From an optimization exercise on the open Yosys and OpenROAD flow, aimed at small area; shortcuts taken in it are not production practice.
The RTL was checked by simulation tests, not by an equivalence proof against the original design.
Power and IR drop assume default switching activity.

==> inputs of run a <==
==> flow/design.v <==
package dist_pkg;
    localparam int NUM_JOB_TYPES = 4;
    localparam int NUM_FTHREADS  = 4;
    localparam int JOB_TY_W      = 2;
    localparam int JOB_W      = 128;
    localparam int OPCODE_W   = 16;
    localparam int ADDR_W     = 58;
    localparam int OFFSET_W   = 32;
    localparam int CMD_W      = 8;
    localparam int PARAM_W    = 16;
    localparam int CMD_LINE_W = CMD_W + ADDR_W + ADDR_W + PARAM_W;
    localparam int JOB_CMD_LSB    = 0;
    localparam int JOB_PARAM_LSB  = 8;
    localparam int JOB_RD_OFS_LSB = 32;
    localparam int JOB_WR_OFS_LSB = 64;
    localparam logic [1:0] DIST_READY    = 2'b00;
    localparam logic [1:0] DIST_SCHEDULE = 2'b01;
    localparam logic [1:0] DIST_SUCCESS  = 2'b10;
    localparam logic [1:0] DIST_FAIL     = 2'b11;
endpackage
module job_distributor (
    input  logic             clk,
    input  logic             rst_n,
    input  logic [4*16-1:0]  fthread_config,
    input  logic             fthread_config_valid,
    input  logic [4*16-1:0]  job_config,
    input  logic             job_config_valid,
    input  logic [3:0]       job_queue_valid,
    input  logic [4*128-1:0] job_queue_data,
    output logic [3:0]       job_queue_ready,
    input  logic [57:0]      ws_base_addr,
    input  logic             ws_base_addr_valid,
    output logic [4*140-1:0] fthread_job,
    output logic [3:0]       fthread_job_valid,
    input  logic [3:0]       fthread_done
);
    logic [3:0][15:0] fthread_opcode;
    logic [3:0][15:0] job_opcode;
    logic [57:0]      base_q;
    always_ff @(posedge clk) begin
        if (fthread_config_valid) fthread_opcode <= fthread_config;
        if (job_config_valid)     job_opcode     <= job_config;
        if (ws_base_addr_valid)   base_q         <= ws_base_addr;
    end
    logic [1:0] phase;
    logic [1:0] cur_type;
    logic [1:0] job_index;
    logic [3:0] busy;
    logic [3:0] pick_q;
    assign job_index = cur_type - 2'd1;
    always_ff @(posedge clk) begin
        if (!rst_n) begin
            phase    <= 2'd0;
            cur_type <= 2'd0;
        end else begin
            if (phase == 2'd0) begin
                cur_type <= cur_type + 2'd1;
                if (job_queue_valid[cur_type]) phase <= 2'd1;
            end else begin
                phase <= phase + 2'd1;
            end
        end
    end
    logic [3:0] avail;
    logic [3:0] pick;
    logic [15:0] type_opcode;
    assign type_opcode = job_opcode[job_index];
    always_comb begin
        for (int f = 0; f < 4; f++) begin
            avail[f] = (type_opcode == fthread_opcode[f]) && !busy[f];
        end
    end
    assign pick = avail & (~avail + 4'd1);
    always_ff @(posedge clk) begin
        if (phase == 2'd1) pick_q <= pick;
    end
    logic [3:0] job_set;
    assign job_set = (phase == 2'd2) ? pick_q : 4'd0;
    always_ff @(posedge clk) begin
        if (!rst_n) begin
            busy <= 4'd0;
        end else begin
            busy <= job_set | (busy & ~fthread_done);
        end
    end
    always_comb begin
        job_queue_ready = 4'd0;
        job_queue_ready[job_index] = (phase == 2'd2) && (|pick_q);
    end
    assign fthread_job_valid = (phase == 2'd3) ? pick_q : 4'd0;
    logic [127:0] sel_word;
    assign sel_word = job_queue_data[job_index*128 +: 128];
    logic [7:0]  cmd_q;
    logic [15:0] param_q;
    logic [32:0] rd_lo_q;
    logic [32:0] wr_lo_q;
    always_ff @(posedge clk) begin
        cmd_q   <= sel_word[7:0];
        param_q <= sel_word[23:8];
        rd_lo_q <= {1'b0, base_q[31:0]} + {1'b0, sel_word[63:32]};
        wr_lo_q <= {1'b0, base_q[31:0]} + {1'b0, sel_word[95:64]};
    end
    logic [25:0] rd_hi;
    logic [25:0] wr_hi;
    assign rd_hi = base_q[57:32] + {25'd0, rd_lo_q[32]};
    assign wr_hi = base_q[57:32] + {25'd0, wr_lo_q[32]};
    logic [139:0] job_line;
    assign job_line = {cmd_q, rd_hi, rd_lo_q[31:0], wr_hi, wr_lo_q[31:0], param_q};
    assign fthread_job = {4{job_line}};
endmodule
==> flow/flow/run.sh <==
#!/bin/bash
# Standard ORFS layout with two changes: port buffers use the smallest
# buffer cell, and CTS inserts no dummy loads. Each tool's output goes to a
# log in the work folder (ORFS also keeps its per-step logs under orfs/logs).
set -euo pipefail
export BUFFER_PORTS_ARGS="-buffer_cell sky130_fd_sc_hd__buf_1"
export CTS_ARGS="-sink_clustering_enable -repair_clock_nets -dont_use_dummy_load"
bash standard.sh > standard.log 2>&1
==> flow/standard.sh <==
#!/bin/bash
# synth_recipe.tcl (not shown) runs the flow's synth.tcl, then flattens the netlist and writes it again
# the make line also repeats each setting of config.mk as NAME=value (left out here)
make -C /OpenROAD-flow-scripts/flow DESIGN_CONFIG=/design/flow/config.mk WORK_HOME=/design/flow/orfs CLKGATE_MAP_FILE= SYNTH_SCRIPT=/design/flow/synth_recipe.tcl "${@:-finish}"
==> flow/config.mk <==
export PLATFORM = sky130hd
export DESIGN_NAME = job_distributor
export DESIGN_NICKNAME = job_distributor
export VERILOG_FILES = /design/flow/design.v
export SDC_FILE = /design/flow/constraint.sdc
export NUM_CORES = 4
export LEC_CHECK = 0
export CAP_MARGIN = 20
export CORE_AREA = 10 10 490 490
export DIE_AREA = 0 0 500 500
export SLEW_MARGIN = 20
==> flow/constraint.sdc <==
create_clock -name core_clock -period 5.0 [get_ports {clk}]
set_input_delay 1.0000 -clock core_clock [delete_from_list [all_inputs] [get_ports {clk}]]
set_output_delay 1.0000 -clock core_clock [all_outputs]
set_load 0.01 [all_outputs]
==> run b (differences from run a) <==
==> flow/design.v, changed modules only <==
module addr_lo #(
    parameter int A1 = 7,
    parameter int A2 = 14,
    parameter int A3 = 21,
    parameter int A4 = 28
) (
    input  logic        clk,
    input  logic [31:0] base,
    input  logic [31:0] ofs,
    output logic [31:0] sum,
    output logic        cout
);
    logic [31:0] s_d;
    logic [31:0] s_q;
    logic [4:0]  c_d;
    logic [4:0]  c_q;
    logic [32:0] c;
    for (genvar i = 0; i < 32; i++) begin : g_r
        logic ci;
        if (i == 0 || i == A3) begin : g_c0
            assign ci = 1'b0;
        end else if (i == A1) begin : g_c1
            assign ci = c_q[0];
        end else if (i == A2) begin : g_c2
            assign ci = c_q[1];
        end else if (i == A4) begin : g_c4
            assign ci = c_q[3];
        end else begin : g_cn
            assign ci = c[i];
        end
        assign s_d[i]   = base[i] ^ ofs[i] ^ ci;
        assign c[i+1]   = (base[i] & ofs[i]) | (ci & (base[i] ^ ofs[i]));
    end
    assign c[0] = 1'b0;
    assign c_d  = {c[32], c[A4], c[A3], c[A2], c[A1]};
    always_ff @(posedge clk) begin
        s_q <= s_d;
        c_q <= c_d;
    end
    logic        inc_c;
    assign {inc_c, sum[31:A3]} = {1'b0, s_q[31:A3]} + {{(32-A3){1'b0}}, c_q[2]};
    assign sum[A3-1:0] = s_q[A3-1:0];
    assign cout = c_q[4] | inc_c;
endmodule
module job_distributor (
    input  logic             clk,
    input  logic             rst_n,
    input  logic [4*16-1:0]  fthread_config,
    input  logic             fthread_config_valid,
    input  logic [4*16-1:0]  job_config,
    input  logic             job_config_valid,
    input  logic [3:0]       job_queue_valid,
    input  logic [4*128-1:0] job_queue_data,
    output logic [3:0]       job_queue_ready,
    input  logic [57:0]      ws_base_addr,
    input  logic             ws_base_addr_valid,
    output logic [4*140-1:0] fthread_job,
    output logic [3:0]       fthread_job_valid,
    input  logic [3:0]       fthread_done
);
    localparam int A1 = 8;
    localparam int A2 = 16;
    localparam int A3 = 24;
    localparam int A4 = 28;
    logic [3:0][15:0] fthread_opcode;
    logic [3:0][15:0] job_opcode;
    logic [57:0]      base_q;
    always_ff @(posedge clk) begin
        if (fthread_config_valid) fthread_opcode <= fthread_config;
        if (job_config_valid)     job_opcode     <= job_config;
        if (ws_base_addr_valid)   base_q         <= ws_base_addr;
    end
    logic [1:0] phase;
    logic [3:0] q_oh;
    logic       q_inc;
    logic       take;
    logic [3:0] busy;
    logic [3:0] pick_q;
    assign take = (phase == 2'd0) && |(job_queue_valid & q_oh);
    assign q_inc = (phase == 2'd0) ? !take : (phase == 2'd3);
    always_ff @(posedge clk) begin
        if (!rst_n) begin
            phase <= 2'd0;
            q_oh  <= 4'b0001;
        end else begin
            if (phase == 2'd0) begin
                if (take) phase <= 2'd1;
            end else begin
                phase <= phase + 2'd1;
            end
            if (q_inc) begin
                q_oh <= {q_oh[2:0], q_oh[3]};
            end
        end
    end
    logic [3:0]  avail;
    logic [3:0]  pick;
    logic [15:0] type_opcode;
    always_comb begin
        type_opcode = '0;
        for (int t = 0; t < 4; t++) begin
            type_opcode |= job_opcode[t] & {16{q_oh[t]}};
        end
    end
    always_comb begin
        for (int f = 0; f < 4; f++) begin
            avail[f] = (type_opcode == fthread_opcode[f]) && !busy[f];
        end
    end
    assign pick = avail & (~avail + 4'd1);
    always_ff @(posedge clk) begin
        if (phase == 2'd1) pick_q <= pick;
    end
    logic [3:0] job_set;
    assign job_set = (phase == 2'd2) ? pick_q : 4'd0;
    always_ff @(posedge clk) begin
        if (!rst_n) begin
            busy <= 4'd0;
        end else begin
            busy <= job_set | (busy & ~fthread_done);
        end
    end
    assign job_queue_ready = q_oh & {4{(phase == 2'd2) && (|pick_q)}};
    assign fthread_job_valid = (phase == 2'd3) ? pick_q : 4'd0;
    logic [127:0] sel_word;
    always_comb begin
        sel_word = '0;
        for (int k = 0; k < 4; k++) begin
            sel_word |= job_queue_data[k*128 +: 128] & {128{q_oh[k]}};
        end
    end
    logic [31:0] rd_ofs, wr_ofs;
    assign rd_ofs = sel_word[63:32];
    assign wr_ofs = sel_word[95:64];
    logic [7:0]  cmd_q;
    logic [15:0] param_q;
    always_ff @(posedge clk) begin
        cmd_q   <= sel_word[7:0];
        param_q <= sel_word[23:8];
    end
    logic [31:0] rd_lo, wr_lo;
    logic        rd_cout, wr_cout;
    addr_lo #(.A1(A1), .A2(A2), .A3(A3), .A4(A4)) rd_lo_inst (
        .clk, .base(base_q[31:0]), .ofs(rd_ofs), .sum(rd_lo), .cout(rd_cout)
    );
    addr_lo #(.A1(A1), .A2(A2), .A3(A3), .A4(A4)) wr_lo_inst (
        .clk, .base(base_q[31:0]), .ofs(wr_ofs), .sum(wr_lo), .cout(wr_cout)
    );
    logic [25:0] ones;
    logic [25:0] rd_hi, wr_hi;
    assign ones[0] = 1'b1;
    for (genvar k = 1; k < 26; k++) begin : g_ones
        assign ones[k] = ones[k-1] & base_q[32+k-1];
    end
    assign rd_hi = base_q[57:32] ^ (ones & {26{rd_cout}});
    assign wr_hi = base_q[57:32] ^ (ones & {26{wr_cout}});
    logic [139:0] job_line;
    assign job_line = {cmd_q, rd_hi, rd_lo, wr_hi, wr_lo, param_q};
    assign fthread_job = {4{job_line}};
endmodule
==> flow/flow/run.sh (replaced) <==
#!/bin/bash
# The standard ORFS layout (standard.sh, standard synthesis unchanged)
# with these layout choices:
#  - every port still gets its own buffer, but the smallest one (buf_1);
#  - pins may sit one routing track apart, so a small die fits all ports;
set -euo pipefail
export BUFFER_PORTS_ARGS="-buffer_cell sky130_fd_sc_hd__buf_1"
export PLACE_PINS_ARGS="-min_distance 1 -min_distance_in_tracks"
export CTS_ARGS="-sink_clustering_enable -repair_clock_nets -dont_use_dummy_load -buf_list sky130_fd_sc_hd__clkbuf_4 -sink_clustering_size 8 -sink_clustering_max_diameter 40"
bash standard.sh > standard.log 2>&1
--- a/flow/config.mk
+++ b/flow/config.mk
@@ -7,5 +7,5 @@
 export LEC_CHECK = 0
 export CAP_MARGIN = 20
-export CORE_AREA = 10 10 490 490
-export DIE_AREA = 0 0 500 500
+export CORE_AREA = 5 5 185 185
+export DIE_AREA = 0 0 190 190
 export SLEW_MARGIN = 20
==> notes.md <==
item	run b	run a
Run status	no timing/DRC/antenna violations	no timing/DRC/antenna violations
Global placer's final weighted congestion	0.9432	0.9535
Met2 track demand over resource	49.96%	18.67%
Clock network power share	11.7%	15.0%
R2R setup slack	580 ps	330 ps
Synthesized Nets	2355	2418
Global-route wire length before repair	84.61 mm	173.0 mm
Length of routed met2 wiring	28.73 mm	68.27 mm
Comb power	5320 uW	10400 uW
DRT Pass-1 Iters	39	5
Cell count after synthesis	1570	1632
Fraction of the mapped netlist area in compound gates	11.55%	6.688%
Worst-path fanout max	19	14
Clk_skew	95.82 ps	73.46 ps
Share of cells above drive strength 1	4.135%	8.859%
DPL Wire Length	51.43 mm	127.0 mm
Register share of total power	37.3%	23.3%
Number of buffers other than clock buffers in the final layout	1136	1161
Static leakage	0.006844 uW	0.007636 uW
Share of synthesized cell area in and, or, nand and nor gates	7.131%	6.781%
Horiz. Die Dim	190 um	500 um
FF+latch count	298	288
DIE AREA	36100 sq um	250000 sq um

what the ideal ports hide:
Ports are ideal in the flow. The routed layouts listed here were re-timed in OpenROAD.
Step 1: set_driving_cell puts a clkbuf_16 on clk and a buf_2 on each other input, an assumption about the parent block.
Step 2 also shifts input and output timing later by t, the mid clock arrival at the registers, as if the neighbouring blocks saw the same clock.
Three values: no drivers, after step 1, after step 2; two values: the first two.
run	t, ns	slack for setup (ns)	worst register clock-pin slew, ns	worst slew at a driven data input, ns	cell pins on the clock port's net
run a	0.680	0.325 / 0.306 / 0.108	0.06 / 0.06	0.29	1
run b	0.694	0.578 / 0.559 / 0.121	0.10 / 0.10	0.14	1
After both steps setup and hold are still met in every run listed. For run b, which loses most, drivers alone change the setup slack by -0.019 ns; drivers and shift together by -0.457 ns.
